From an optimization exercise on the open Yosys and OpenROAD flow, aimed at small area, a short achievable clock period and few clock cycles per item; shortcuts taken in it are not production practice.
Only simulation tests tie the RTL to the original design; equivalence was not proved.

File: flow/config.mk
export PLATFORM = sky130hd
export DESIGN_NAME = page_table_translate_lru_fifo_core
export DESIGN_NICKNAME = page_table_translate_lru_fifo_core
export VERILOG_FILES = /design/flow/design.v
export SDC_FILE = /design/flow/constraint.sdc
export NUM_CORES = 4
export LEC_CHECK = 0
export ABC_AREA = 1
export CAP_MARGIN = 20
export CORE_MARGIN = 2
export CORE_UTILIZATION = 55
export SETUP_SLACK_MARGIN = 2.7
export SLEW_MARGIN = 20
export TNS_END_PERCENT = 5
File: flow/constraint.sdc
create_clock -name core_clock -period 6.5 [get_ports {clk}]
set_input_delay 1.3000 -clock core_clock [delete_from_list [all_inputs] [get_ports {clk}]]
set_output_delay 1.3000 -clock core_clock [all_outputs]
set_load 0.01 [all_outputs]
File: flow/design.v
module page_table_translate_lru_fifo_core #(
	parameter int MAX_ENTRIES = 16,
	parameter int ADDR_BITS   = 16
) (
	input  logic        clk,
	input  logic        arst_n,
	input  logic        push,
	output logic        full,
	input  logic [15:0] virtual_address,
	output logic        empty,
	input  logic        pop,
	output logic        fault,
	output logic [3:0]  frame,
	output logic [19:0] physical_address,
	input  logic        cfg_valid,
	output logic        cfg_ready,
	input  logic [1:0]  cfg_index,
	input  logic [15:0] cfg_data
);
	logic [15:0] ps_q;    
	logic [4:0]  n_q;     
	logic        pol_q;   
	logic [17:0] ps3_q;   
	assign cfg_ready = 1'b1;
	always_ff @(posedge clk or negedge arst_n) begin
		if (!arst_n) begin
			ps_q  <= 16'd256;
			n_q   <= 5'd16;
			pol_q <= 1'b0;
		end else if (cfg_valid) begin
			case (cfg_index)
				2'd0: ps_q <= (cfg_data == 16'd0) ? 16'd1 : cfg_data;
				2'd1: n_q <= (cfg_data[4:0] == 5'd0) ? 5'd1 :
				             (cfg_data[4] && (cfg_data[3:0] != 4'd0)) ? 5'd16 : cfg_data[4:0];
				2'd2: pol_q <= cfg_data[0];
				default: begin
				end
			endcase
		end
	end
	always_ff @(posedge clk) begin
		ps3_q <= {2'b00, ps_q} + {1'b0, ps_q, 1'b0};
	end
	logic [16:0] ps2;
	assign ps2 = {ps_q, 1'b0};
	logic adv;       
	logic hv_q, kv_q;
	assign adv   = !kv_q;
	assign full  = kv_q;
	assign empty = !hv_q;
	localparam logic [8:1] REGM = 8'b1111_1100;
	logic [15:0] xi [1:8], xs [1:8], xr [1:8];
	logic [15:0] qi [1:8], qs [1:8], qr [1:8];
	logic        vi [1:8], vr [1:8];
	genvar k;
	generate
		for (k = 1; k <= 8; k++) begin : g_div
			localparam int J = 16 - 2 * k;  
			localparam int W = 2 * k;       
			logic [W-1:0] t;
			logic [W:0]   d1, d2, d3;
			logic         c1, c2, c3;
			logic         z1, z2, z3;
			logic [W-1:0] nt;
			logic [1:0]   qb;
			logic [W-1:0] p3;   
			if (k == 1) begin : g_in
				assign xi[k] = virtual_address;
				assign qi[k] = 16'd0;
				assign vi[k] = push;
			end else if (REGM[k-1]) begin : g_reg
				assign xi[k] = xr[k-1];
				assign qi[k] = qr[k-1];
				assign vi[k] = vr[k-1];
			end else begin : g_comb
				assign xi[k] = xs[k-1];
				assign qi[k] = qs[k-1];
				assign vi[k] = vi[k-1];
			end
			assign t  = xi[k][15:J];
			assign z1 = (W >= 16) ? 1'b1 : (ps_q  >> W) == 16'd0;
			assign z2 = (ps2 >> W) == 17'd0;
			if (k <= 3) begin : g_z3
				assign p3 = ps_q[W-1:0] + {ps_q[W-2:0], 1'b0};
				assign z3 = (ps_q <= 16'(((1 << W) - 1) / 3));
			end else begin : g_z3r
				assign z3 = (ps3_q >> W) == 18'd0;
				assign p3 = ps3_q[W-1:0];
			end
			assign d1 = {1'b0, t} - {1'b0, ps_q[W-1:0]};
			assign d2 = {1'b0, t} - {1'b0, ps2[W-1:0]};
			assign d3 = {1'b0, t} - {1'b0, p3};
			assign c1 = z1 && !d1[W];
			assign c2 = z2 && !d2[W];
			assign c3 = z3 && !d3[W];
			assign qb = c3 ? 2'd3 : c2 ? 2'd2 : c1 ? 2'd1 : 2'd0;
			assign nt = c3 ? d3[W-1:0] : c2 ? d2[W-1:0] : c1 ? d1[W-1:0] : t;
			if (J > 0) begin : g_lo
				assign xs[k] = {nt, xi[k][J-1:0]};
			end else begin : g_last
				assign xs[k] = nt;
			end
			assign qs[k] = qi[k] | (16'(qb) << J);
			if (REGM[k]) begin : g_ff
				always_ff @(posedge clk or negedge arst_n) begin
					if (!arst_n) begin
						vr[k] <= 1'b0;
					end else if (adv) begin
						vr[k] <= vi[k];
					end
				end
				always_ff @(posedge clk) begin
					if (adv) begin
						xr[k] <= xs[k];
						qr[k] <= qs[k];
					end
				end
			end
		end
	endgenerate
	logic [15:0] e_pg [16];
	logic [3:0]  e_fr [16];
	logic [4:0]  vc_q;      
	logic [15:0] vm_q;      
	logic        ft_q;      
	logic [15:0] pre_d;
	logic        prv_d;
	logic [15:0] pre_q;
	logic        prv_q;
	logic [15:0] ush_q;     
	logic [15:0] uwt_q;     
	logic [15:0] pg_t;
	assign pg_t = qr[8];
	genvar j;
	generate
		for (j = 0; j < 16; j++) begin : g_pre
			assign pre_d[j] = (e_pg[j] == qs[8]);
		end
	endgenerate
	assign prv_d = (pg_t == qs[8]);
	logic        tp;        
	logic [15:0] eq, ge, first, top, inst, sh, wt;
	logic        hit, lru_hit, evict, install, rot;
	logic [3:0]  hf, nf;
	assign tp = adv && vr[8];
	always_comb begin
		for (int i = 0; i < 16; i++) begin
			if (ush_q[i]) eq[i] = pre_q[(i + 1) % 16];
			else if (uwt_q[i]) eq[i] = prv_q;
			else eq[i] = pre_q[i];
		end
		eq = eq & vm_q;
		ge[0] = eq[0];
		for (int i = 1; i < 16; i++) ge[i] = ge[i-1] | eq[i];
		first[0] = eq[0];
		for (int i = 1; i < 16; i++) first[i] = eq[i] & !ge[i-1];
		for (int i = 0; i < 15; i++) top[i] = vm_q[i] & !vm_q[i+1];
		top[15] = vm_q[15];
		inst[0] = !vm_q[0];
		for (int i = 1; i < 16; i++) inst[i] = vm_q[i-1] & !vm_q[i];
		hit     = ge[15];
		lru_hit = hit && !pol_q;
		evict   = !hit && ft_q;
		install = !hit && !ft_q;
		rot     = lru_hit || evict;
		for (int i = 0; i < 15; i++) sh[i] = tp && vm_q[i+1] && (evict || (lru_hit && ge[i]));
		sh[15] = 1'b0;
		for (int i = 0; i < 16; i++) wt[i] = tp && ((rot && top[i]) || (install && inst[i]));
		hf = 4'd0;
		for (int i = 0; i < 16; i++) hf = hf | (first[i] ? e_fr[i] : 4'd0);
		nf = install ? vc_q[3:0] : (hit ? hf : e_fr[0]);
	end
	always_ff @(posedge clk) begin
		for (int i = 0; i < 16; i++) begin
			if (sh[i]) begin
				e_pg[i] <= e_pg[(i + 1) % 16];
				e_fr[i] <= e_fr[(i + 1) % 16];
			end else if (wt[i]) begin
				e_pg[i] <= pg_t;
				e_fr[i] <= nf;
			end
		end
	end
	logic [4:0]  vc_inc;
	logic [15:0] vm_same, vm_inc;
	assign vc_inc = vc_q + 5'd1;
	always_comb begin
		for (int i = 0; i < 16; i++) begin
			vm_same[i] = (5'(i) < vc_q)   && (5'(i) < n_q);
			vm_inc[i]  = (5'(i) < vc_inc) && (5'(i) < n_q);
		end
	end
	always_ff @(posedge clk or negedge arst_n) begin
		if (!arst_n) begin
			vc_q <= 5'd0;
			vm_q <= 16'd0;
			ft_q <= 1'b0;
		end else if (tp && install) begin
			vc_q <= vc_inc;
			vm_q <= vm_inc;
			ft_q <= (vc_inc >= n_q);
		end else begin
			vm_q <= vm_same;
			ft_q <= (vc_q >= n_q);
		end
	end
	logic        r_v_q, r_fault_q;
	logic [3:0]  r_frame_q;
	logic [15:0] r_off_q;
	always_ff @(posedge clk or negedge arst_n) begin
		if (!arst_n) begin
			r_v_q <= 1'b0;
		end else if (adv) begin
			r_v_q <= vr[8];
		end
	end
	always_ff @(posedge clk) begin
		if (adv) begin
			pre_q     <= pre_d;
			prv_q     <= prv_d;
			ush_q     <= sh;
			uwt_q     <= wt;
			r_fault_q <= !hit;
			r_frame_q <= nf;
			r_off_q   <= xr[8];
		end
	end
	logic [19:0] phys_d;
	logic [17:0] m_lo, m_hi;
	always_comb begin
		case (r_frame_q[1:0])
			2'd0: m_lo = 18'd0;
			2'd1: m_lo = {2'b00, ps_q};
			2'd2: m_lo = {1'b0, ps2};
			default: m_lo = ps3_q;
		endcase
		case (r_frame_q[3:2])
			2'd0: m_hi = 18'd0;
			2'd1: m_hi = {2'b00, ps_q};
			2'd2: m_hi = {1'b0, ps2};
			default: m_hi = ps3_q;
		endcase
	end
	assign phys_d = r_fault_q ? 20'd0 : ({4'd0, r_off_q} + {2'd0, m_lo} + {m_hi, 2'b00});
	logic        h_fault_q, k_fault_q;
	logic [3:0]  h_frame_q, k_frame_q;
	logic [19:0] h_phys_q, k_phys_q;
	logic        rpush, hpop;
	assign rpush = adv && r_v_q;
	assign hpop  = pop && hv_q;
	always_ff @(posedge clk or negedge arst_n) begin
		if (!arst_n) begin
			hv_q <= 1'b0;
			kv_q <= 1'b0;
		end else begin
			if (hpop) begin
				hv_q <= kv_q || rpush;
				kv_q <= 1'b0;
			end else if (rpush) begin
				hv_q <= 1'b1;
				kv_q <= hv_q;
			end
		end
	end
	always_ff @(posedge clk) begin
		if (hpop && kv_q) begin
			h_fault_q <= k_fault_q;
			h_frame_q <= k_frame_q;
			h_phys_q  <= k_phys_q;
		end else if (rpush && (hpop || !hv_q)) begin
			h_fault_q <= r_fault_q;
			h_frame_q <= r_frame_q;
			h_phys_q  <= phys_d;
		end
		if (rpush && hv_q && !hpop) begin
			k_fault_q <= r_fault_q;
			k_frame_q <= r_frame_q;
			k_phys_q  <= phys_d;
		end
	end
	assign fault            = h_fault_q;
	assign frame            = h_frame_q;
	assign physical_address = h_phys_q;
endmodule
File: flow/run.sh
#!/bin/bash
# synth_recipe.tcl (not shown) runs the flow's synth.tcl, then flattens the netlist and writes it again
# the make line also repeats each setting of config.mk as NAME=value (left out here)
make -C /OpenROAD-flow-scripts/flow DESIGN_CONFIG=/design/flow/config.mk WORK_HOME=/design/flow/orfs CLKGATE_MAP_FILE= SYNTH_SCRIPT=/design/flow/synth_recipe.tcl finish
==> impl_results.md, run 1 <==
- Slowest stage cell, crit path: fa_2
- Critical Path End Type: flip-flop
- Residual DRC: 0
- Critical path arrival: 5.29 ns
- Flops & latches, synth: 672
- Critical path required time: 6.87 ns
- Final WL: 139.4 mm
- Worst slew margin: 0.2002
- Hpwl dp: 98.42 mm
- Post-synth top area share: 0.4070
- Yosys warning count: 11
- Max FO, Critical Path: 5
- WL per Instance: 21.40 um
- Share of cells above drive strength 1: 0.09771
- Starting DRT DRC Count: 3109
- Clock sinks: 672
- Cts bufs inserted: 78
- Final core occ: 0.6260
- RSZ-0062 raised after global routing: true
- Vias in the first global route: 36642
- Met3 Usage GRT: 0.03344
- Clk_skew: 0.03031 ns
- Max Cap Viol: 0
- Worst hold-check path type: reg2reg
- Antenna viol nets, final: 0
- Area contributors post-synth: edfxtp_1, nand2_1, ha_1, inv_1, nand3_1
- Final setup violation count: 0
- Clock Latency Late Sink: 0.64 ns
- Busiest grt layer: met2
- Largest net degree at the start of global routing: 124
- Crit Path Class: in2reg
- Count leader, synth: nand2_1
- Syn nets: 5625
- Drt via density: 5.814
- Pre-Repair DR Iteration Count: 8
- Die Wd: 288.0 um
- Synth Area per Inst: 8.412 um^2
- Hold Vio Cnt, Final: 0
- Post-synth top cells: nand2_1, edfxtp_1, inv_1
- Via count: 37886
- Fin. max-slew vios: 0
- Minimum clock period: 4.920 ns
- Clock Root Buffer: clkbuf_16
- EDFF count, synth: 601
- Reg clk slew, reported paths: 0.06 ns
- Global-route usage over all layers: 0.3352
- Slew @ Worst Pin: 1.200 ns
- Grt total ovfl: 0
- Final #Nets: 5743
- FMAX: 0.2032 GHz
- Met2 usage: 0.5864
- # port buffers: 65
- Rows: 104
- Status: timing/DRC/antenna clean
- CTS tree: done
- Chip height: 288.0 um
- Synthesized area: 44350 um^2
- Cells after Synth: 5272
- Clock tree buffer depth: 3
- Slowest stage delay, CP: 0.51 ns
- GPL Wtd Cong: 0.9744
- Final setup TNS: 0 ns
- Post-synth ARST share: 0.07887
- Io pins: 67
- Met1 usage: 0.4129
- Synth area leader: edfxtp_1
- Post-CTS Hold Fix Bufs: 0
- Core box area: 80160 um^2
- Area growth syn-to-layout: 13.15%
- Initial antenna violation count: 0
- Global-route wire length before repair: 211.8 mm
- Cell variety after synth: 67
- Part of the Yosys area used for sequential elements: 0.4451
- Post-synth top flop: edfxtp_1
- Initial Util: 0.5532
- Period utilisation layout: 0.7570
- H-tree levels: 3
- CP Launch Type: input pin
- DIE AREA: 82920 um^2
## repair_timing
action                                  in CTS  in global routing
gates resized for setup                    107                 94
pin swaps                                   35                 41
cloned                                       0                  2
endpoints found under the setup margin     731                698
buffers inserted                            59                 29
## state kept, by name (all words and copies together), names as in the netlist, 5 cells and up
name,cells
e_fr,64
e_pg,256
h_phys_q,20
k_phys_q,20
n_q,5
pre_q,16
ps3_q,18
ps_q,16
qr,66
r_off_q,16
ush_q,15
uwt_q,16
vc_q,5
vm_q,16
vr,6
xr,96
## worst paths after layout
path / from / end / slack (ns) / cells past startpoint
setup / recovery: virtual_address[14] / xr[3][14] / 1.58 / 33
hold / removal: xr[6][1] / xr[7][1] / 0.41 / 0
setup reg to reg: ps_q[13] / xr[3][14] / 1.63 / 37
hold reg to reg: xr[6][1] / xr[7][1] / 0.41 / 0
max in group asynchronous: arst_n / ps_q[1] / 5.06 / 2
min in group asynchronous: arst_n / vr[5] / 0.81 / 2
## layer usage
| metal | wire (um) | up-vias |
|---|---|---|
| met5 | 0 | - |
| met4 | 7629 | 0 |
| met3 | 8342 | 370 |
| met2 | 68180 | 1449 |
| met1 | 55290 | 17947 |
| li1 | - | 18120 |
## cells by family after synthesis
logic type | Yosys count | synth area share
muxes | 3 | 0.0006772
adders and majority gates | 314 | 0.09520
buffers and inverters | 757 | 0.06690
other | 1 | 0.00008456
and+or+nand+nor | 2445 | 0.2351
xor gates and xnor gates | 262 | 0.05175
AOI/OAI and AO/OA | 818 | 0.1053
DFF | 672 | 0.4451
## layout by cell type, fill, tap and decap left out, types with 20 or more instances in the layout
cell type,count
o21ai_1,26
clkinv_2,20
nand4_1,79
ha_1,259
nand3_1,382
buf_4,167
o211ai_1,41
edfxtp_1,601
clkbuf_16,82
xor2_1,154
o21ai_0,262
fa_1,38
xnor2_1,108
inv_1,499
nand2_1,1403
a21oi_1,280
or2_2,53
dfrtp_1,43
o22ai_1,36
nor2_1,350
a31oi_1,24
nor3_1,38
nor4_1,37
clkdlybuf4s50_1,62
## final cells by class
| cell class | count | area, um^2 |
|---|---|---|
| fill | 6974 | 29980 |
| multi-input combinational | 3843 | 22240 |
| sequential | 672 | 19750 |
| timing repair buffer | 252 | 2190 |
| inverter | 542 | 2135 |
| clock buffer | 100 | 2118 |
| tap | 1060 | 1326 |
| clock inverter | 45 | 412.9 |
| timing repair inverter | 1 | 5.005 |
| antenna | 1 | 2.502 |
## critical path, delay by kind of cell
family / cells / cell delay [ns]
compound gates: 9 / 1.28
fa+ha+maj: 4 / 1.08
buf+inv: 7 / 0.54
simple gates: 13 / 1.05
## stage by stage
step / setup WS (ns) / hold slack, ns / instances / cell area (um^2)
after global placement: 0.1750 / 0.4003 / 6280 / 46270
after detailed placement: 0.1073 / 0.4045 / 6280 / 46270
after floorplan: 1.369 / 0.4003 / 5272 / 44470
after CTS: 1.551 / 0.4134 / 6484 / 49550
after global routing: 1.361 / 0.4208 / 6515 / 50180
final: 1.580 / 0.4111 / 6516 / 50180
Testbench counts, summed over its fixed seeds: cycles 8,131, items 7,251.
==> inputs of run 2 (changes only) <==
--- a/flow/config.mk
+++ b/flow/config.mk
@@ -6,5 +6,5 @@
 export NUM_CORES = 4
 export LEC_CHECK = 0
-export ABC_AREA = 1
+export ABC_CLOCK_PERIOD_IN_PS = 4000
 export CAP_MARGIN = 20
 export CORE_MARGIN = 2
==> run 2 against run 1 <==
Net effect:
- still clean
- worst setup slack lost 0.24 ns
- clock skew is 0.0013 ns higher
- die area shrank 2.0%
- sequential cell count stayed put
- highest routed layer unchanged
==> impl_results.md, run 2 <==
- Ant diodes: 0
- Post-synth ARST share: 0.07887
- CP Launch Type: input pin
- Worst-path cell chain: clkdlybuf4s15_1, buf_4, fa_2, o21ai_2, a21bo_4, mux2i_4, ha_4, a21oi_4, nor2b_4, o211ai_1, buf_4, mux2_4, nor2_2, a21oi_1, mux2_4, ha_4, a21oi_4, nor2b_1, o21a_1, o21ai_4, inv_2, nor2_4, inv_2, o41a_1
- Design Area, Final: 49870 um^2
- Rows: 103
- Clock sinks: 672
- Largest net degree at the start of global routing: 132
- Synth Area per Inst: 11.08 um^2
- Max Cap Viol: 0
- Clock Latency Late Sink: 0.65 ns
- CP Launch Point: virtual_address[15]
- Clock Root Buffer: clkbuf_16
- Worst hold-check path type: reg2reg
- EDFF count, synth: 601
- Placement Setup Slack: -0.07051 ns
- Yosys warning count: 11
- Initial antenna violation count: 1
- Hold Vio Cnt, Final: 0
- Grt total ovfl: 0
- Post-synth top flop: edfxtp_1
- Post-Synth XOR/XNOR Area: 0.08244
- Hold Path Depth: 0
- Minimum clock period: 5.162 ns
- Post-synth top area share: 0.4154
- Starting DRT DRC Count: 2786
- CTS tree: done
- Largest register by flop count: e_pg
- Cell variety after synth: 97
- Via count: 32601
- Synth area leader: edfxtp_1
- Period utilisation layout: 0.7941
- Simple-gate share of the synthesized area: 0.1143
- Max reg flops: 256
- Critical path required time: 6.89 ns
- Count leader, synth: edfxtp_1
- DIE AREA: 81260 um^2
- Critical path arrival: 5.55 ns
- Compound-cell area share of the yosys netlist: 0.1222
- Initial Util: 0.5527
- Hold_ws: 0.3951 ns
- Largest family of logic cells by synthesized area: compound AO/OA/AOI/OAI gates
- Hold Path Origin: qr[6][9]
- Reg2Reg Depth: 27
- Clock tree buffer depth: 3
- Clk_skew: 0.03158 ns
- Post-synth top cells: edfxtp_1, mux2_2, ha_1
- RSZ-0062 raised after global routing: true
- Commonest non-fill, non-tap cell in the layout: edfxtp_1
- Status: timing/DRC/antenna clean
- DP Area: 45880 um^2
- Final setup TNS: 0 ns
- Post-CTS Hold Fix Bufs: 0
- Adder-Cell Fraction of Synth Area: 0.09716
- Slowest stage cell, crit path: fa_2
- Post-synthesis mux area share: 0.09742
- Global-route wire length before repair: 197.3 mm
- Pre-Repair DR Iteration Count: 6
- Share of cells above drive strength 1: 0.1981
- Cts bufs inserted: 78
- Slew @ Worst Pin: 1.008 ns
- Syn nets: 4276
- Part of the Yosys area used for sequential elements: 0.4542
- Final cell count without fillers: 5224
- Final core occ: 0.6344
- Most frequent cells in the layout: edfxtp_1, mux2_2, ha_1, nand2_1, xor2_1
- FMAX: 0.1937 GHz
- Reg2reg setup slack: 1.35 ns
- Io pins: 67
- Final WL: 132.4 mm
- Drt via density: 6.241
- Min setup slack post-route: 1.339 ns
- # port buffers: 65
- Origin of the critical flop-to-flop path: ps_q[14]
- Placed cells: 4994
- Vias in the first global route: 33044
- Top flop regs: e_pg: 256 flops, xr: 96 flops, qr: 66 flops
- Core box area: 78610 um^2
- Hpwl dp: 92.83 mm
- Die Wd: 285.1 um
- Global-route usage over all layers: 0.3166
- GPL Wtd Cong: 0.9331
- Min-Delay Endpoint: qr[7][9]
- Chip height: 285.1 um
- Synthesized area: 43450 um^2
- Slowest stage delay, CP: 0.37 ns
- Flops & latches, synth: 672
- Layout filler cell count: 6258
- Max FO, Critical Path: 4
- Cells after Synth: 3923
- Antenna viol nets, final: 0
- Residual DRC: 0
- Area contributors post-synth: edfxtp_1, ha_1, mux2_2, xor2_1, xnor2_1
- Crit Path Class: in2reg
- Area growth syn-to-layout: 14.78%
- Final #Nets: 4462
- Critical Path End Type: flip-flop
- H-tree levels: 3
- WL per Instance: 25.35 um
- RR Endpoint: xr[3][14]
- Reg clk slew, reported paths: 0.06 ns
- Final setup violation count: 0
- Worst slew margin: 0.3217
- Fin. max-slew vios: 0
run 2: cell types whose count changed after synthesis, moves of 48 or more:
| cell | previous run | this run |
|---|---|---|
| o21ai_0 | 278 | 223 |
| xnor2_1 | 108 | 162 |
| nor3_1 | 44 | 101 |
| a21oi_1 | 289 | 180 |
| nand3_1 | 383 | 68 |
| nand2b_1 | 1 | 69 |
| nor2_1 | 363 | 203 |
| nand2_1 | 1426 | 261 |
| mux2_2 | 0 | 290 |
| nand4_1 | 79 | 31 |
| inv_1 | 526 | 177 |
| nor2b_1 | 0 | 75 |
| xor2_1 | 154 | 247 |
run 2: critical path, delay by kind of cell:
family	cells	cell delay, ns
AO/OA/AOI/OAI	9	1.53
buffers and inverters	5	0.70
multiplexers	3	0.84
AND/OR/NAND/NOR	4	0.28
adder cells (fa/ha/maj)	3	0.87
run 2: repair_timing:
action                     4_1_cts  5_1_grt
cloned                           3        9
hold endpoints to repair         0        0
buffers inserted                28       45
resized for setup               97      109
setup endpoints to repair      695      699
pin swaps                       28       50
run 2: logic make-up (layout without fill, tap and decap cells):
| family | count (synthesis) | in the layout |
|---|---|---|
| xor+xnor | 409 | 409 |
| buf+inv | 338 | 580 |
| other cells | 1 | 1 |
| simple gates | 999 | 1005 |
| fa+ha+maj | 314 | 314 |
| compound gates | 816 | 819 |
| flops | 672 | 672 |
| mux | 374 | 374 |
run 2: area by class of cell:
type / instances / area [um^2] / area share
Multi-Input combinational cell: 2922 / 23270 / 0.4666
Sequential cell: 672 / 19750 / 0.3960
Timing Repair Buffer: 256 / 2313 / 0.04639
Clock buffer: 96 / 2081 / 0.04172
Tap cell: 1050 / 1314 / 0.02634
Inverter: 178 / 706.9 / 0.01417
Clock inverter: 49 / 432.9 / 0.008680
Timing Repair inverter: 1 / 5.005 / 0.0001003
run 2: worst max path at each step:
stage | endpoint | slack [ns]
6_report | xr[3][14] | 1.34
5_1_grt | xr[3][11] | 1.13
4_1_cts | xr[3][11] | 1.32
3_5_place_dp | xr[3][10] | -0.07
3_3_place_gp | xr[3][10] | -0.02
2_1_floorplan | xr[3][14] | 0.81
run 2: routing by layer:
metal | wire length [um] | GRT usage | vias to the layer above
met3 | 6950 | 0.04224 | 390
met2 | 67140 | 0.5631 | 1264
li1 | - | - | 14894
met5 | 0 | 0 | -
met1 | 50620 | 0.3739 | 16053
met4 | 7716 | 0.1631 | 0
==> inputs of run 3 (changes only) <==
--- a/flow/design.v
+++ b/flow/design.v
@@ -49,5 +49,5 @@
 	assign full  = kv_q;
 	assign empty = !hv_q;
-	localparam logic [8:1] REGM = 8'b1111_1100;
+	localparam logic [8:1] REGM = 8'b1111_1110;
 	logic [15:0] xi [1:8], xs [1:8], xr [1:8];
 	logic [15:0] qi [1:8], qs [1:8], qr [1:8];
@@ -81,5 +81,5 @@
 			assign z1 = (W >= 16) ? 1'b1 : (ps_q  >> W) == 16'd0;
 			assign z2 = (ps2 >> W) == 17'd0;
-			if (k <= 3) begin : g_z3
+			if (k <= 2) begin : g_z3
 				assign p3 = ps_q[W-1:0] + {ps_q[W-2:0], 1'b0};
 				assign z3 = (ps_q <= 16'(((1 << W) - 1) / 3));
==> run 3 against run 2 <==
Net effect:
- still clean on timing, DRC and antenna
- clock-buffer cell count up 3
- sequential cell count up 21
- first-iteration DRC count down 29%
- worst setup slack better by 1.2 ns
- sequential share of layout area up 1.0 points
- register-to-register slack better by 1.2 ns
- clock skew up 0.0057 ns
- fmax up 31%
- synthesized area up 2.0%
- via count down 4.8%
- die area up 2.0%
- critical path depth down 8
==> impl_results.md, run 3 <==
- DIE AREA: 82900 um^2
- Ant diodes: 0
- Most frequent cells in the layout: edfxtp_1, ha_1, mux2_2, xor2_1, nand2_1
- Critical path required time: 6.84 ns
- Chip height: 287.9 um
- Hold Vio Cnt, Final: 0
- Period utilisation layout: 0.6056
- H-tree levels: 3
- CTS tree: done
- Io pins: 67
- Vias in the first global route: 31984
- Max reg flops: 256
- Initial antenna violation count: 1
- Min setup slack post-route: 2.563 ns
- Antenna viol nets, final: 0
- Syn nets: 4208
- Largest family of logic cells by synthesized area: multiplexers
- Yosys warning count: 11
- Part of the Yosys area used for sequential elements: 0.4593
- Commonest non-fill, non-tap cell in the layout: edfxtp_1
- Post-synth top area share: 0.4206
- Synthesized area: 44330 um^2
- Max FO, Critical Path: 7
- Post-synth top cells: edfxtp_1, ha_1, mux2_2
- WL per Instance: 24.12 um
- CP Launch Point: r_frame_q[0]
- Post-synthesis mux area share: 0.1150
- Clock sinks: 693
- Clock Root Buffer: clkbuf_16
- Slowest stage delay, CP: 0.47 ns
- Compound-cell area share of the yosys netlist: 0.1104
- Final #Nets: 4330
- Hpwl dp: 86.53 mm
- Cell variety after synth: 94
- Synth Area per Inst: 11.50 um^2
- GPL Wtd Cong: 0.9168
- EDFF count, synth: 621
- Fin. max-slew vios: 0
- Crit Path Class: reg2reg
- Count leader, synth: edfxtp_1
- Max Cap Viol: 0
- Flops & latches, synth: 693
- Slew @ Worst Pin: 1.106 ns
- Adder-Cell Fraction of Synth Area: 0.09522
- Minimum clock period: 3.937 ns
- Slowest stage cell, crit path: fa_1
- Clock Latency Late Sink: 0.64 ns
- Synth area leader: edfxtp_1
- Cells after Synth: 3855
- Reg clk slew, reported paths: 0.06 ns
- Critical path arrival: 4.28 ns
- Post-synth top flop: edfxtp_1
- FMAX: 0.2540 GHz
- Worst slew margin: 0.2628
- Simple-gate share of the synthesized area: 0.1014
- Grt total ovfl: 0
- Global-route usage over all layers: 0.2907
- Critical Path End Type: flip-flop
- Final setup violation count: 0
- Area contributors post-synth: edfxtp_1, ha_1, mux2_2, xor2_1, xnor2_1
- Final setup TNS: 0 ns
- Worst-path cell chain: buf_12, nor2b_4, buf_6, a22oi_2, fa_1, inv_1, ha_4, a211oi_4, o211ai_1, a311oi_2, o21a_1, o31ai_2, a21o_1, a21oi_2, xor2_2, o31ai_1
- Residual DRC: 0
- Area growth syn-to-layout: 13.14%
- Placement Setup Slack: 1.373 ns
- Pre-Repair DR Iteration Count: 7
- Largest net degree at the start of global routing: 67
- Rows: 104
- Via count: 31025
- Clk_skew: 0.03729 ns
- Post-synth ARST share: 0.07792
- Die Wd: 287.9 um
- Clock tree buffer depth: 3
- Status: timing/DRC/antenna clean
- Worst hold-check path type: reg2reg
- # port buffers: 65
- CP Launch Type: flip-flop
- Core box area: 80160 um^2
- Origin of the critical flop-to-flop path: r_frame_q[0]
- Largest register by flop count: e_pg
- Starting DRT DRC Count: 1977
- Global-route wire length before repair: 185.5 mm
- RSZ-0062 raised after global routing: true
- Post-Synth XOR/XNOR Area: 0.08515
- Top flop regs: e_pg: 256 flops, xr: 112 flops, qr: 70 flops
- Hold Path Origin: qr[6][15]
- Initial Util: 0.5531
- Share of cells above drive strength 1: 0.1927
- Final WL: 123.1 mm
- Drt via density: 6.080
- Cts bufs inserted: 79
## run 3: final cells by class
cell class / instances / area [um^2]
Fill cell: 6436 / 30000
Multi-Input combinational cell: 2837 / 23130
Sequential cell: 693 / 20370
Clock buffer: 99 / 2125
Timing Repair Buffer: 196 / 1841
Tap cell: 1060 / 1326
Clock inverter: 48 / 704.4
Inverter: 170 / 664.4
## run 3: cells by family (layout without fill, tap and decap cells)
family / Yosys count / in the layout
AND/OR/NAND/NOR: 914 / 918
other: 1 / 1
XOR/XNOR: 431 / 431
adder cells (fa/ha/maj): 314 / 314
flip-flops: 693 / 693
AO/OA/AOI/OAI: 741 / 744
buffers and inverters: 332 / 513
multiplexers: 429 / 429
## run 3: final timing paths
path,slack (ns),cells after the start,to
max,2.56,16,h_phys_q[18]
max in group asynchronous,5.05,2,ps_q[0]
min reg2reg,0.41,0,qr[7][15]
min,0.41,0,qr[7][15]
max reg2reg,2.56,16,h_phys_q[18]
min in group asynchronous,0.81,2,vr[2]
## run 3: repair_timing
item | in CTS | in global routing
gates cloned | 3 | 7
setup buffers | 37 | 18
endpoints found under the setup margin | 710 | 652
hold buffers | 0 | 0
gates resized for setup | 91 | 86
pin swaps | 27 | 38
endpoints found under the hold margin | 0 | 0
## run 3: critical path, delay by kind of cell, from the launching register on
kind                       cells  cell delay [ns]
DFF                            1             0.44
buffers and inverters          3             0.44
adders and majority gates      2             0.70
and+or+nand+nor                1             0.12
AOI/OAI and AO/OA              9             1.76
xor gates and xnor gates       1             0.16
## run 3: layer usage
layer | up-vias | wire length [um] | track usage
met5 | - | 13 | 0
met4 | 2 | 5451 | 0.1263
met3 | 284 | 4823 | 0.03423
met2 | 820 | 62380 | 0.5178
met1 | 15442 | 50390 | 0.3543
li1 | 14477 | - | -
## run 3: metrics by stage
stage	cell area (um^2)	hold WS, ns	instances	util
floorplan	44360	0.4003	3855	-
global placement	46090	0.4003	4891	0.5750
detailed placement	46090	0.4045	4891	0.5750
CTS	49610	0.4162	5078	0.6189
global route	50160	0.4189	5103	0.6258
finish	50160	0.4131	5103	0.6258
Testbench counts of run 3, summed over its fixed seeds: cycles 8,211, items 7,251.
==> inputs of run 4 (changes only) <==
--- a/flow/config.mk
+++ b/flow/config.mk
@@ -6,9 +6,9 @@
 export NUM_CORES = 4
 export LEC_CHECK = 0
-export ABC_CLOCK_PERIOD_IN_PS = 4000
+export ABC_CLOCK_PERIOD_IN_PS = 3500
 export CAP_MARGIN = 20
 export CORE_MARGIN = 2
 export CORE_UTILIZATION = 55
-export SETUP_SLACK_MARGIN = 2.7
+export SETUP_SLACK_MARGIN = 3.2
 export SLEW_MARGIN = 20
 export TNS_END_PERCENT = 5
==> run 4 against run 3 <==
Net effect:
- critical path type unchanged
- clock skew decreased by 0.0065 ns
- highest routed layer is now met4
- synthesized area stayed put
- hold slack got worse by 0.011 ns
- still clean on timing, DRC and antenna
- cell area grew 3.7%
- non-clock buffer count rose by 133
- fmax increased by 1.8%
- worst setup slack improved by 0.069 ns
- critical path depth decreased by 4
==> impl_results.md, run 4 <==
- Compound-cell area share of the yosys netlist: 0.1104
- CP Launch Point: prv_q
- Adder-Cell Fraction of Synth Area: 0.09522
- H-tree levels: 3
- DIE AREA: 82900 um^2
- Seq. cell area: 20380 um^2
- Drt via density: 6.093
- Initial antenna violation count: 0
- Post-synthesis mux area share: 0.1150
- Max reg flops: 256
- Starting DRT DRC Count: 2148
- Clock Root Buffer: clkbuf_16
- Count leader, synth: edfxtp_1
- Simple-gate share of the synthesized area: 0.1014
- Period utilisation layout: 0.5950
- Fin. max-slew vios: 0
- Most frequent cells in the layout: edfxtp_1, mux2_2, ha_1, xor2_1, nand2_1
- Slowest stage cell, crit path: o311a_2
- Commonest non-fill, non-tap cell in the layout: edfxtp_1
- Clock tree buffer depth: 3
- Global-route wire length before repair: 189.9 mm
- Initial Util: 0.5531
- Uppermost layer routed: met4
- RSZ-0062 raised after global routing: true
- Ant diodes: 0
- Pre-Repair DR Iteration Count: 5
- Hold Vio Cnt, Final: 0
- Hold Path Origin: xr[8][6]
- Final setup TNS: 0 ns
- Final #Nets: 4480
- Rows: 104
- Largest family of logic cells by synthesized area: multiplexers
- Cts bufs inserted: 79
- Largest delay share family, worst path: multiplexers
- Max FO, Critical Path: 11
- Syn nets: 4208
- Final WL: 129.1 mm
- Share of cells above drive strength 1: 0.2414
- Die Wd: 287.9 um
- Clock sinks: 693
- Largest register by flop count: e_pg
- Area contributors post-synth: edfxtp_1, ha_1, mux2_2, xor2_1, xnor2_1
- Hold_ws: 0.4018 ns
- Slew @ Worst Pin: 1.106 ns
- Cells after Synth: 3855
- Synth Area per Inst: 11.50 um^2
- WL per Instance: 24.59 um
- Global-route usage over all layers: 0.2993
- Largest net degree at the start of global routing: 85
- Reg clk slew, reported paths: 0.06 ns
- Post-CTS Hold Fix Bufs: 0
- Met2 wire length: 65.84 mm
- CTS tree: done
- Yosys warning count: 11
- Hpwl dp: 86.05 mm
- Critical path arrival: 4.25 ns
- Worst-path cell chain: buf_6, mux2_4, o211ai_1, and4b_1, buf_4, and4_4, and3_4, mux2_4, nor2_4, buf_12, o311a_2, mux2_2
- Met3 WL: 5.859 mm
- Grt total ovfl: 0
- Worst hold-check path type: reg2reg
- Io pins: 67
- Post-synth top cells: edfxtp_1, ha_1, mux2_2
- Post-synth top area share: 0.4206
- Antenna viol nets, final: 0
- Critical Path End Type: flip-flop
- Critical path required time: 6.88 ns
- # port buffers: 65
- FMAX: 0.2586 GHz
- Post-Synth XOR/XNOR Area: 0.08515
- Origin of the critical flop-to-flop path: prv_q
- Area growth syn-to-layout: 17.36%
- Via count: 32000
- Crit Path Class: reg2reg
- Clk_skew: 0.03079 ns
- Core box area: 80160 um^2
- Final setup violation count: 0
- Residual DRC: 0
- Flops & latches, synth: 693
- Multi-input gate area: 23840 um^2
- CP Launch Type: flip-flop
- Part of the Yosys area used for sequential elements: 0.4593
- M1 wire length: 51.44 mm
- Synthesized area: 44330 um^2
- Layout filler cell count: 6141
- Top flop regs: e_pg: 256 flops, xr: 112 flops, qr: 70 flops
- Synth area leader: edfxtp_1
- Status: timing/DRC/antenna clean
- Cell variety after synth: 94
- Clock Latency Late Sink: 0.64 ns
- CP most frequent cell: mux2_4
- Post-synth top flop: edfxtp_1
- Minimum clock period: 3.867 ns
- Post-synth ARST share: 0.07792
- Worst slew margin: 0.2630
- Max Cap Viol: 0
- Crit path buf inv count: 3
- GPL Wtd Cong: 0.9179
- Chip height: 287.9 um
- Slowest stage delay, CP: 0.44 ns
- Vias in the first global route: 32432
- EDFF count, synth: 621
## run 4: cell counts after synthesis
Identical to the previous run, type by type.
## run 4: worst paths after layout
kind | slack (ns) | end | depth (start not counted)
max | 2.63 | e_fr[4][3] | 12
min | 0.40 | r_off_q[6] | 0
max reg2reg | 2.63 | e_fr[4][3] | 12
min reg2reg | 0.40 | r_off_q[6] | 0
max in group asynchronous | 5.05 | ps_q[0] | 2
min in group asynchronous | 0.80 | hv_q | 2
## run 4: cell families after synthesis
family / count (synthesis)
other: 1
AND/OR/NAND/NOR: 914
XOR/XNOR: 431
flip-flops: 693
buffers and inverters: 332
AO/OA/AOI/OAI: 741
multiplexers: 429
adder cells (fa/ha/maj): 314
## run 4: metrics by stage
step	setup slack [ns]	utilization	cell area, um^2	cells
6_report	2.633	0.6491	52030	5252
5_1_grt	2.527	0.6491	52030	5252
4_1_cts	2.580	0.6277	50310	5151
3_5_place_dp	1.406	0.5751	46100	4893
3_3_place_gp	1.460	0.5751	46100	4893
2_1_floorplan	0.8762	-	44360	3855
## run 4: final cells by class
cell class	count	share of cell area
multi-input combinational	2853	0.4583
clock inverter	47	0.008513
clock buffer	99	0.04026
tap	1060	0.02549
timing repair inverter	1	0.0001443
sequential	693	0.3918
inverter	170	0.01306
timing repair buffer	329	0.06250
## run 4: repair_timing
action / CTS / global route
cloned: 19 / 18
resized for setup: 198 / 168
setup buffers: 93 / 83
endpoints found under the setup margin: 901 / 882
pin swaps: 53 / 70
hold endpoints to repair: 0 / 0
## run 4: worst reg2reg max path: stages, from the launching register on
cell	delay (ns)
edfxtp_1	0.39
buf_6	0.16
mux2_4	0.27
o211ai_1	0.37
and4b_1	0.33
buf_4	0.13
and4_4	0.21
and3_4	0.24
mux2_4	0.33
nor2_4	0.19
buf_12	0.18
o311a_2	0.45
mux2_2	0.38
## run 4: metal layers
metal  track usage  up-vias
met3       0.03558      296
met1        0.3630    15928
met4        0.1311        0
met2        0.5350      975
met5             0        -
li1              -    14801
==> inputs of run 5 (changes only) <==
--- a/flow/config.mk
+++ b/flow/config.mk
@@ -6,9 +6,9 @@
 export NUM_CORES = 4
 export LEC_CHECK = 0
-export ABC_CLOCK_PERIOD_IN_PS = 3500
+export ABC_CLOCK_PERIOD_IN_PS = 3800
 export CAP_MARGIN = 20
 export CORE_MARGIN = 2
 export CORE_UTILIZATION = 55
-export SETUP_SLACK_MARGIN = 3.2
+export SETUP_SLACK_MARGIN = 2.9
 export SLEW_MARGIN = 20
 export TNS_END_PERCENT = 5
==> run 5 against run 4 <==
Net effect:
- fmax increased by 0.93%
- first-iteration DRC count decreased by 13%
- synthesized cell count unchanged
- via count decreased by 1.4%
- register-to-register slack improved by 0.04 ns
- worst setup slack improved by 0.036 ns
- hold slack improved by 0.012 ns
- largest cell class unchanged
==> impl_results.md, run 5 <==
- Status: timing/DRC/antenna clean
- Final WL: 126.1 mm
- Post-synth top area share: 0.4206
- Post-synth top cells: edfxtp_1, ha_1, mux2_2
- Yosys warning count: 11
- Part of the Yosys area used for sequential elements: 0.4593
- CP Launch Type: flip-flop
- Share of cells above drive strength 1: 0.2197
- Fin. max-slew vios: 0
- DIE AREA: 82900 um^2
- Final setup TNS: 0 ns
- Antenna viol nets, final: 0
- Post-synth ARST share: 0.07792
- Hold Vio Cnt, Final: 0
- Post-synthesis mux area share: 0.1150
- Area growth syn-to-layout: 16.00%
- Chip height: 287.9 um
- # port buffers: 65
- Clock tree buffer depth: 3
- Max reg flops: 256
- Global-route usage over all layers: 0.2961
- Layout filler cell count: 6298
- Max Cap Viol: 0
- Largest register by flop count: e_pg
- GPL Wtd Cong: 0.9168
- Residual DRC: 0
- Top flop regs: e_pg: 256 flops, xr: 112 flops, qr: 70 flops
- Reg clk slew, reported paths: 0.06 ns
- Starting DRT DRC Count: 1862
- Area contributors post-synth: edfxtp_1, ha_1, mux2_2, xor2_1, xnor2_1
- Cell variety after synth: 94
- Cts bufs inserted: 79
- Critical path required time: 6.85 ns
- Flops & latches, synth: 693
- Final #Nets: 4411
- Global-route wire length before repair: 188.7 mm
- Via count: 31560
- RSZ-0062 raised after global routing: true
- Largest net degree at the start of global routing: 67
- Syn nets: 4208
- Clock sinks: 693
- Post-Synth XOR/XNOR Area: 0.08515
- FMAX: 0.2610 GHz
- Adder-Cell Fraction of Synth Area: 0.09522
- EDFF count, synth: 621
- Crit Path Class: reg2reg
- Initial antenna violation count: 1
- Cells after Synth: 3855
- Die Wd: 287.9 um
- Synthesized area: 44330 um^2
- Io pins: 67
- Final setup violation count: 0
- Ant diodes: 0
- Worst slew margin: 0.2923
- Post-synth top flop: edfxtp_1
- Vias in the first global route: 32316
- Period utilisation layout: 0.5895
- WL per Instance: 24.32 um
- Max FO, Critical Path: 7
- Simple-gate share of the synthesized area: 0.1014
- Hpwl dp: 86.53 mm
- Grt total ovfl: 0
- Rows: 104
- Largest family of logic cells by synthesized area: multiplexers
- Synth Area per Inst: 11.50 um^2
- Clk_skew: 0.03840 ns
- Minimum clock period: 3.832 ns
- CTS tree: done
- Slew @ Worst Pin: 1.062 ns
- Post-CTS Hold Fix Bufs: 0
- Critical path arrival: 4.18 ns
- Initial Util: 0.5531
- Most frequent cells in the layout: edfxtp_1, mux2_2, ha_1, xor2_1, nand2_1
- Synth area leader: edfxtp_1
- Drt via density: 6.088
- Critical Path End Type: flip-flop
- H-tree levels: 3
- Compound-cell area share of the yosys netlist: 0.1104
- Clock Root Buffer: clkbuf_16
- Core box area: 80160 um^2
- Clock Latency Late Sink: 0.65 ns
- Pre-Repair DR Iteration Count: 5
- Count leader, synth: edfxtp_1
- Commonest non-fill, non-tap cell in the layout: edfxtp_1
- Worst hold-check path type: reg2reg
[run 5: cell counts after synthesis]
Identical to the previous run, type by type.
[run 5: what timing repair did]
| action | in CTS | in global routing |
|---|---|---|
| cloned | 10 | 10 |
| resized for setup | 180 | 108 |
| setup buffers | 60 | 66 |
| setup endpoints to repair | 777 | 668 |
| pin swaps | 51 | 41 |
[run 5: layout make-up]
class                   instances  area (um^2)  area share
multi-input cells            2842        23580      0.4585
flip-flops and latches        693        20380      0.3963
repair buffers                272         2639     0.05131
clock buffers                  99         2125     0.04131
well taps                    1060         1326     0.02579
clock inverters                48        704.4     0.01370
inverters                     170        676.9     0.01316
[run 5: logic make-up after synthesis]
logic type / count (synthesis)
flip-flops: 693
AO/OA/AOI/OAI: 741
AND/OR/NAND/NOR: 914
other: 1
adder cells (fa/ha/maj): 314
buffers and inverters: 332
XOR/XNOR: 431
multiplexers: 429
[run 5: routing by layer]
| layer | wire length [um] | track usage | vias to the layer above |
|---|---|---|---|
| met4 | 5981 | 0.1346 | 2 |
| met2 | 64150 | 0.5278 | 954 |
| li1 | - | - | 14628 |
| met1 | 50290 | 0.3575 | 15665 |
| met5 | 15 | 0 | - |
| met3 | 5617 | 0.03629 | 311 |
[run 5: critical path: stages, from the launching register on]
cell,delay (ns)
edfxtp_1,0.48
buf_12,0.18
nor2b_4,0.12
buf_6,0.14
a22oi_2,0.20
fa_2,0.50
inv_2,0.09
ha_4,0.21
a211oi_4,0.21
o211ai_1,0.18
a311oi_2,0.36
o21a_1,0.20
o31ai_2,0.07
a21o_1,0.18
a21oi_2,0.14
xor2_1,0.20
o31ai_1,0.08
[run 5: worst paths after layout]
check	start	end	slack, ns	cells past startpoint
setup / recovery	r_frame_q[0]	h_phys_q[18]	2.67	16
hold / removal	xr[4][1]	xr[5][1]	0.41	0
setup reg to reg	r_frame_q[0]	h_phys_q[18]	2.67	16
hold reg to reg	xr[4][1]	xr[5][1]	0.41	0
max in group asynchronous	arst_n	ps_q[0]	5.05	2
min in group asynchronous	arst_n	vr[2]	0.81	2
[run 5: per-stage QoR]
step                cell area (um^2)  hold WS (ns)  utilization  setup slack, ns  std cells
detailed placement             46090        0.4045       0.5750            1.373       4891
global route                   51430        0.4189       0.6416            2.454       5184
finish                         51430        0.4139       0.6416            2.668       5184
global placement               46090        0.4003       0.5750            1.476       4891
CTS                            50300        0.4162       0.6275            2.744       5108
floorplan                      44360        0.4003            -           0.8762       3855
==> inputs of run 6 (changes only) <==
--- a/flow/config.mk
+++ b/flow/config.mk
@@ -6,9 +6,11 @@
 export NUM_CORES = 4
 export LEC_CHECK = 0
-export ABC_CLOCK_PERIOD_IN_PS = 3800
+export ABC_CLOCK_PERIOD_IN_PS = 4000
 export CAP_MARGIN = 20
 export CORE_MARGIN = 2
 export CORE_UTILIZATION = 55
-export SETUP_SLACK_MARGIN = 2.9
+export CTS_CLUSTER_DIAMETER = 100
+export CTS_CLUSTER_SIZE = 30
+export SETUP_SLACK_MARGIN = 2.7
 export SLEW_MARGIN = 20
 export TNS_END_PERCENT = 5
==> run 6 against run 5 <==
Net effect:
- highest routed layer unchanged
- synthesized cell count unchanged
- still clean
- wire length decreased by 3.9%
- critical path depth decreased by 2
- clock-buffer cell count decreased by 57
- global-route usage decreased by 0.92 points
- worst setup slack got worse by 0.076 ns
- final cell count decreased by 3.0%
- fmax decreased by 1.9%
==> impl_results.md, run 6 <==
- EDFF count, synth: 621
- H-tree levels: 1
- Count leader, synth: edfxtp_1
- Initial antenna violation count: 2
- Post-CTS Hold Fix Bufs: 0
- Post-synth top flop: edfxtp_1
- Antenna viol nets, final: 0
- Part of the Yosys area used for sequential elements: 0.4593
- Reg clk slew, reported paths: 0.11 ns
- Synth area leader: edfxtp_1
- Starting DRT DRC Count: 1932
- Post-synth top area share: 0.4206
- Period utilisation layout: 0.6012
- Area contributors post-synth: edfxtp_1, ha_1, mux2_2, xor2_1, xnor2_1
- Chip height: 287.9 um
- Cts bufs inserted: 31
- RSZ-0062 raised after global routing: true
- Final #Nets: 4296
- Placed cells: 4891
- Drt via density: 6.089
- Worst hold-check path type: reg2reg
- Die Wd: 287.9 um
- Top flop regs: e_pg: 256 flops, xr: 112 flops, qr: 70 flops
- Clk_skew: 0.03692 ns
- Initial Util: 0.5531
- Origin of the critical flop-to-flop path: ps_q[1]
- Residual DRC: 0
- Final setup violation count: 0
- Final setup TNS: 0 ns
- Critical Path End Type: flip-flop
- Pre-Repair DR Iteration Count: 5
- Share of cells above drive strength 1: 0.1792
- Fin. max-slew vios: 0
- Global-route usage over all layers: 0.2869
- Max Cap Viol: 0
- Vias in the first global route: 31606
- Synthesized area: 44330 um^2
- Layout filler cell count: 6599
- Final cell count without fillers: 5028
- CP Launch Type: flip-flop
- Clock tree buffer depth: 3
- Rows: 104
- Most frequent cells in the layout: edfxtp_1, ha_1, mux2_2, xor2_1, nand2_1
- Post-synth top cells: edfxtp_1, ha_1, mux2_2
- Core box area: 80160 um^2
- Clock Root Buffer: clkbuf_16
- Slew @ Worst Pin: 1.099 ns
- Clock sinks: 693
- CP Launch Point: ps_q[1]
- GPL Wtd Cong: 0.9168
- Post-synth ARST share: 0.07792
- Yosys warning count: 11
- Hold Path Origin: qr[6][15]
- Critical path required time: 6.93 ns
- Worst slew margin: 0.2676
- Minimum clock period: 3.908 ns
- Largest net degree at the start of global routing: 67
- Max FO, Critical Path: 12
- Status: timing/DRC/antenna clean
- Final WL: 121.1 mm
- Max reg flops: 256
- Grt total ovfl: 0
- CTS tree: done
- Commonest non-fill, non-tap cell in the layout: edfxtp_1
- WL per Instance: 24.09 um
- Synth Area per Inst: 11.50 um^2
- Area growth syn-to-layout: 9.291%
- Flops & latches, synth: 693
- Syn nets: 4208
- Hold Vio Cnt, Final: 0
- Via count: 30614
- # port buffers: 65
- Clock Latency Late Sink: 0.68 ns
- Io pins: 67
- DIE AREA: 82900 um^2
- FMAX: 0.2559 GHz
- Global-route wire length before repair: 183.9 mm
- Hpwl dp: 86.53 mm
- Ant diodes: 0
- Cells after Synth: 3855
- Crit Path Class: reg2reg
- Largest register by flop count: e_pg
- Cell variety after synth: 94
- Critical path arrival: 4.33 ns
-- run 6: final cells by class --
class / instances / area [um^2] / area share
Sequential cell: 693 / 20370 / 0.4205
Clock inverter: 16 / 185.2 / 0.003822
Inverter: 170 / 669.4 / 0.01382
Tap cell: 1060 / 1326 / 0.02737
Timing Repair Buffer: 206 / 1934 / 0.03992
Multi-Input combinational cell: 2841 / 23130 / 0.4773
Clock buffer: 42 / 837.1 / 0.01728
-- run 6: cells by family (layout without fill, tap and decap cells) --
kind of cell	after synthesis	count (layout)	synth area share
AND/OR/NAND/NOR	914	924	0.1014
XOR/XNOR	431	431	0.08515
buffers and inverters	332	434	0.03344
multiplexers	429	429	0.1150
other	1	1	0.00008459
flip-flops	693	693	0.4593
AO/OA/AOI/OAI	741	742	0.1104
adder cells (fa/ha/maj)	314	314	0.09522
-- run 6: worst max-delay path, stage by stage, from the launching register on --
cell        delay [ns]
dfrtp_1           0.42
buf_12            0.14
clkinvlp_4        0.08
buf_4             0.25
buf_8             0.22
ha_1              0.25
nor2b_1           0.14
o31a_1            0.28
o41a_1            0.38
o21a_1            0.26
a31oi_2           0.23
o21bai_1          0.11
nand4b_1          0.09
or4b_2            0.61
a22o_1            0.20
-- run 6: through the flow --
stage               cell area [um^2]  utilization  setup WS (ns)  hold WS [ns]
floorplan                      44360            -         0.8762        0.4003
global placement               46090       0.5750          1.476        0.4003
detailed placement             46090       0.5750          1.373        0.4045
CTS                            48140       0.6006          2.469        0.4075
global route                   48450       0.6045          2.463        0.4244
finish                         48450       0.6045          2.592        0.4151
-- run 6: timing repair --
item,CTS,global route
hold endpoints to repair,0,0
gates cloned,7,7
pin swaps,35,19
resized for setup,118,42
setup endpoints to repair,714,649
setup buffers,54,11
-- run 6: final timing paths --
kind,slack (ns),endpoint,cells after the start
min,0.42,qr[7][15],0
max in group asynchronous,5.14,ps_q[0],2
max,2.59,xr[8][15],14
max reg2reg,2.59,xr[8][15],14
min reg2reg,0.42,qr[7][15],0
min in group asynchronous,0.78,vc_q[3],2
-- run 6: per-layer routing --
metal / vias to the layer above / part of all wire / global-route usage / routed length (um)
met2: 816 / 0.51 / 0.5182 / 61620
met3: 255 / 0.037 / 0.02116 / 4518
met1: 15195 / 0.41 / 0.3543 / 49610
met4: 4 / 0.044 / 0.1188 / 5373
li1: 14344 / - / - / -
met5: - / 0.00024 / 0 / 29
==> inputs of run 7 (changes only) <==
--- a/flow/config.mk
+++ b/flow/config.mk
@@ -10,6 +10,5 @@
 export CORE_MARGIN = 2
 export CORE_UTILIZATION = 55
-export CTS_CLUSTER_DIAMETER = 100
-export CTS_CLUSTER_SIZE = 30
+export GPL_ROUTABILITY_DRIVEN = 0
 export SETUP_SLACK_MARGIN = 2.7
 export SLEW_MARGIN = 20
==> run 7 against run 6 <==
Net effect:
- final cell count up 2.4%
- wire length increased by 1.1%
- non-clock buffer count is 30 higher
- sequential share of layout area down 1.8 points
- fmax down 0.79%
- clock skew decreased by 0.0057 ns
- global-route usage hardly changed
- still clean
- sequential cell count did not move
- clock-buffer cell count up 62
- highest routed layer is now met4
- critical path type unchanged
==> impl_results.md, run 7 <==
- Status: timing/DRC/antenna clean
- Hpwl dp: 85.07 mm
- FMAX: 0.2539 GHz
- Final core occ: 0.6312
- Hold Vio Cnt, Final: 0
- Clock sinks: 693
- Post-synth top cells: edfxtp_1, ha_1, mux2_2
- Grt total ovfl: 0
- Max reg flops: 256
- Worst slew margin: 0.2709
- Period utilisation layout: 0.6060
- CTS tree: done
- Clock Latency Late Sink: 0.64 ns
- Global-route wire length before repair: 183.8 mm
- Area contributors post-synth: edfxtp_1, ha_1, mux2_2, xor2_1, xnor2_1
- Global-route usage over all layers: 0.2866
- Minimum clock period: 3.939 ns
- Die Wd: 287.9 um
- Ant diodes: 0
- Synth Area per Inst: 11.50 um^2
- RSZ-0062 raised after global routing: true
- CP Launch Type: flip-flop
- Post-synth ARST share: 0.07792
- Clock tree buffer depth: 3
- Post-synth top flop: edfxtp_1
- Count leader, synth: edfxtp_1
- Clk_skew: 0.03117 ns
- Largest register by flop count: e_pg
- Synth area leader: edfxtp_1
- Critical path required time: 6.88 ns
- Final #Nets: 4377
- # port buffers: 65
- Commonest non-fill, non-tap cell in the layout: edfxtp_1
- Cells after Synth: 3855
- Final setup TNS: 0 ns
- Max FO, Critical Path: 7
- Area growth syn-to-layout: 14.12%
- Antenna viol nets, final: 0
- Vias in the first global route: 31761
- Slew @ Worst Pin: 1.094 ns
- Final setup violation count: 0
- Yosys warning count: 11
- Residual DRC: 0
- Critical path arrival: 4.32 ns
- Cts bufs inserted: 80
- Flops & latches, synth: 693
- Critical Path End Type: flip-flop
- Cell variety after synth: 94
- Core box area: 80160 um^2
- Largest net degree at the start of global routing: 78
- Chip height: 287.9 um
- Initial Util: 0.5531
- Share of cells above drive strength 1: 0.2064
- Drt via density: 6.085
- Max Cap Viol: 0
- EDFF count, synth: 621
- Reg clk slew, reported paths: 0.06 ns
- Crit Path Class: reg2reg
- Synthesized area: 44330 um^2
- Rows: 104
- H-tree levels: 3
- Syn nets: 4208
- Top flop regs: e_pg: 256 flops, xr: 112 flops, qr: 70 flops
- Part of the Yosys area used for sequential elements: 0.4593
- Pre-Repair DR Iteration Count: 9
- Final WL: 122.4 mm
- Clock Root Buffer: clkbuf_16
- DIE AREA: 82900 um^2
- Via count: 31336
- Io pins: 67
- Initial antenna violation count: 1
- Post-synth top area share: 0.4206
- Worst hold-check path type: reg2reg
- Fin. max-slew vios: 0
- Starting DRT DRC Count: 2307
- WL per Instance: 23.77 um
- Most frequent cells in the layout: edfxtp_1, mux2_2, ha_1, xor2_1, nand2_1
## run 7: final cells by class
type | count | area (um^2)
Clock buffer | 104 | 2122
Clock inverter | 44 | 466.7
Fill cell | 6346 | 29560
Inverter | 170 | 673.1
Multi-Input combinational cell | 2843 | 23380
Sequential cell | 693 | 20380
Tap cell | 1060 | 1326
Timing Repair Buffer | 236 | 2243
## run 7: worst paths after layout
path / startpoint / endpoint / slack, ns / depth (start not counted)
worst max register to register: r_frame_q[0] / h_phys_q[13] / 2.56 / 17
max in group asynchronous: arst_n / ps_q[3] / 5.14 / 2
worst min-delay path: xr[8][3] / r_off_q[3] / 0.41 / 0
worst max-delay path: r_frame_q[0] / h_phys_q[13] / 2.56 / 17
worst min register to register: xr[8][3] / r_off_q[3] / 0.41 / 0
min in group asynchronous: arst_n / vr[2] / 0.79 / 2
## run 7: per-stage QoR
| stage | instances | worst slack (ns) | area, um^2 | hold slack [ns] |
|---|---|---|---|---|
| detailed placement | 4888 | 1.481 | 46060 | 0.4045 |
| floorplan | 3855 | 0.8762 | 44360 | 0.4003 |
| global route | 5150 | 2.430 | 50590 | 0.4225 |
| finish | 5150 | 2.561 | 50590 | 0.4110 |
| CTS | 5051 | 2.342 | 48940 | 0.4080 |
| global placement | 4888 | 1.491 | 46060 | 0.4005 |
## run 7: kinds of logic (layout without fill, tap and decap cells)
| family | count (synthesis) | count (layout) | share of synthesized area |
|---|---|---|---|
| adder cells (fa/ha/maj) | 314 | 314 | 0.09522 |
| multiplexers | 429 | 429 | 0.1150 |
| flip-flops | 693 | 693 | 0.4593 |
| buffers and inverters | 332 | 554 | 0.03344 |
| other | 1 | 1 | 0.00008459 |
| AND/OR/NAND/NOR | 914 | 925 | 0.1014 |
| XOR/XNOR | 431 | 431 | 0.08515 |
| AO/OA/AOI/OAI | 741 | 743 | 0.1104 |
## run 7: what timing repair did
item                       CTS  global route
hold buffers                 0             0
pin swaps                    5            56
buffers inserted            12            86
resized for setup           39           202
setup endpoints to repair  697           677
cloned                       3            13
## run 7: critical path, cell delays in order (launching register included)
cell	delay [ns]
edfxtp_1	0.45
buf_12	0.17
nor2b_4	0.12
buf_6	0.13
a22o_1	0.25
ha_1	0.29
ha_2	0.21
inv_2	0.06
fa_2	0.23
nor2b_4	0.06
o31a_1	0.36
o41ai_4	0.44
o21ai_1	0.16
o41ai_2	0.28
xor2_1	0.22
nor2_1	0.07
nand2_1	0.12
nand2_1	0.07
## run 7: per-layer routing
| layer | GRT usage | up-vias | share of wire |
|---|---|---|---|
| li1 | - | 14563 | - |
| met1 | 0.3535 | 15540 | 0.41 |
| met2 | 0.5044 | 945 | 0.50 |
| met3 | 0.03764 | 288 | 0.045 |
| met4 | 0.1214 | 0 | 0.046 |
| met5 | 0 | - | 0 |
==> inputs of run 8 (changes only) <==
--- a/flow/config.mk
+++ b/flow/config.mk
@@ -10,5 +10,6 @@
 export CORE_MARGIN = 2
 export CORE_UTILIZATION = 55
-export GPL_ROUTABILITY_DRIVEN = 0
+export CTS_CLUSTER_DIAMETER = 90
+export CTS_CLUSTER_SIZE = 25
 export SETUP_SLACK_MARGIN = 2.7
 export SLEW_MARGIN = 20
==> run 8 against run 7 <==
Net effect:
- register-to-register slack better by 0.09 ns
- critical endpoint is now xr[2][13]
- global-route usage up 0.16 points
- clock-buffer cell count down 54
- sequential cell count unchanged
- synthesized cell count unchanged
- highest routed layer is now met5
- critical path depth down 2
- non-clock buffer count down 36
==> impl_results.md, run 8 <==
- Cells after Synth: 3855
- Hold Vio Cnt, Final: 0
- Status: timing/DRC/antenna clean
- Seq. cell area: 20370 um^2
- Syn nets: 4208
- Flops & latches, synth: 693
- Pre-Repair DR Iteration Count: 5
- Clock Latency Late Sink: 0.62 ns
- Antenna viol nets, final: 0
- Post-synth top cells: edfxtp_1, ha_1, mux2_2
- Post-CTS Hold Fix Bufs: 0
- Cts bufs inserted: 38
- Post-synthesis mux area share: 0.1150
- Max reg flops: 256
- Reg2Reg Depth: 12
- CP Launch Type: input pin
- GPL Wtd Cong: 0.9168
- Share of cells above drive strength 1: 0.1778
- Initial antenna violation count: 2
- Post-Synth XOR/XNOR Area: 0.08515
- Critical Path End Type: flip-flop
- Min setup slack post-route: 2.637 ns
- Top flop regs: e_pg: 256 flops, xr: 112 flops, qr: 70 flops
- Most frequent cells in the layout: edfxtp_1, ha_1, mux2_2, xor2_1, nand2_1
- Max Cap Viol: 0
- Reg clk slew, reported paths: 0.10 ns
- Post-synth top area share: 0.4206
- Period utilisation layout: 0.5943
- Commonest non-fill, non-tap cell in the layout: edfxtp_1
- Fin. max-slew vios: 0
- Core box area: 80160 um^2
- Rows: 104
- Critical path required time: 6.86 ns
- Part of the Yosys area used for sequential elements: 0.4593
- Adder-Cell Fraction of Synth Area: 0.09522
- Synth Area per Inst: 11.50 um^2
- Multi-input gate area: 23130 um^2
- RSZ-0062 raised after global routing: true
- Io pins: 67
- Global-route wire length before repair: 184.2 mm
- Grt total ovfl: 0
- Die Wd: 287.9 um
- Hpwl dp: 86.53 mm
- Ant diodes: 0
- Yosys warning count: 11
- Max FO, Critical Path: 5
- WL per Instance: 23.91 um
- Clock Root Buffer: clkbuf_16
- Clock tree buffer depth: 3
- Largest register by flop count: e_pg
- Synth area leader: edfxtp_1
- Slew @ Worst Pin: 1.083 ns
- Clk_skew: 0.03133 ns
- Residual DRC: 0
- Area growth syn-to-layout: 9.562%
- Minimum clock period: 3.863 ns
- # port buffers: 65
- Critical path arrival: 4.22 ns
- Drt via density: 6.076
- Post-synth top flop: edfxtp_1
- Clock sinks: 693
- FMAX: 0.2589 GHz
- Starting DRT DRC Count: 1678
-- run 8: cell counts after synthesis --
No cell type changed its count.
-- run 8: critical path, cell delays in order --
cell and delay [ns]:
clkdlybuf4s50_1 0.47, inv_2 0.06, ha_1 0.21, inv_2 0.08, fa_2 0.43, mux2i_1 0.13, mux2i_1 0.09, mux2_4 0.30
ha_1 0.32, o21ai_0 0.09, a21oi_1 0.19, inv_1 0.12, o211ai_1 0.09, o21ai_1 0.08, mux2_2 0.25
-- run 8: cells by family (layout without fill, tap and decap cells) --
| family | after synthesis | after routing |
|---|---|---|
| simple gates | 914 | 921 |
| compound gates | 741 | 742 |
| buf+inv | 332 | 434 |
| xor+xnor | 431 | 431 |
| other cells | 1 | 1 |
| mux | 429 | 429 |
| flops | 693 | 693 |
| fa+ha+maj | 314 | 314 |
-- run 8: what timing repair did --
action | CTS | global route
buffers inserted | 49 | 12
pin swaps | 30 | 29
resized for setup | 111 | 57
gates cloned | 7 | 2
setup endpoints to repair | 712 | 652
-- run 8: worst paths after layout --
path,startpoint,to,slack [ns]
max,virtual_address[14],xr[2][13],2.64
min,xr[3][7],xr[4][7],0.41
max reg2reg,ps_q[4],xr[8][15],2.65
min reg2reg,xr[3][7],xr[4][7],0.41
max in group asynchronous,arst_n,ps_q[0],5.05
min in group asynchronous,arst_n,vr[2],0.83
-- run 8: final cells by class --
cell class | instances | area share
inverters | 170 | 0.01378
repair buffers | 200 | 0.03771
clock buffers | 50 | 0.02182
well taps | 1060 | 0.02730
flip-flops and latches | 693 | 0.4194
clock inverters | 14 | 0.003812
multi-input cells | 2838 | 0.4762
-- run 8: routing by layer --
| layer | vias up | global-route usage | wire (um) |
|---|---|---|---|
| met2 | 740 | 0.5186 | 60700 |
| met5 | - | 0 | 24 |
| li1 | 14323 | - | - |
| met4 | 4 | 0.1211 | 5529 |
| met3 | 255 | 0.02845 | 4088 |
| met1 | 15212 | 0.3521 | 49830 |
-- run 8: through the flow --
stage / cell area [um^2] / hold WS (ns) / utilization
4_1_cts: 48240 / 0.4089 / 0.6018
3_5_place_dp: 46090 / 0.4045 / 0.5750
5_1_grt: 48570 / 0.4256 / 0.6060
6_report: 48570 / 0.4133 / 0.6060
2_1_floorplan: 44360 / 0.4003 / -
3_3_place_gp: 46090 / 0.4003 / 0.5750

port drivers added, routing unchanged:
No port has a modelled driver above. Below, the same layouts with a new extraction and two added sets of constraints. Step 1: set_driving_cell puts a clkbuf_16 on clk and a buf_2 on each other input, an assumption about the parent block. Step 2 adds t to the input delays and takes it off the output delays; t is the mean of the earliest and latest rising clock arrival at the registers after step 1. Input paths then give back, and output paths get back, about the clock's delay inside the block. Slacks: ideal / step 1 / step 2; pairs: ideal / step 1.
run | t (ns) | slack for setup (ns) | hold WS [ns] | cell pins on the clock port's net
run 1 | 0.696 | 1.580 / 1.605 / 0.909 | 0.411 / 0.411 / 0.411 | 1
run 2 | 0.694 | 1.339 / 1.351 / 0.657 | 0.395 / 0.395 / 0.395 | 1
run 3 | 0.696 | 2.563 / 2.563 / 1.994 | 0.413 / 0.413 / 0.413 | 1
run 4 | 0.697 | 2.633 / 2.633 / 2.160 | 0.402 / 0.402 / 0.402 | 1
run 5 | 0.697 | 2.668 / 2.668 / 2.116 | 0.414 / 0.414 / 0.414 | 1
run 6 | 0.730 | 2.592 / 2.592 / 1.952 | 0.415 / 0.415 / 0.415 | 1
run 7 | 0.693 | 2.561 / 2.561 / 2.161 | 0.411 / 0.411 / 0.411 | 1
run 8 | 0.671 | 2.637 / 2.653 / 2.008 | 0.413 / 0.413 / 0.413 | 1
After both steps every run listed still meets setup and hold. For run 2, which loses most, drivers alone change the setup slack by +0.012 ns; drivers and shift together by -0.682 ns.
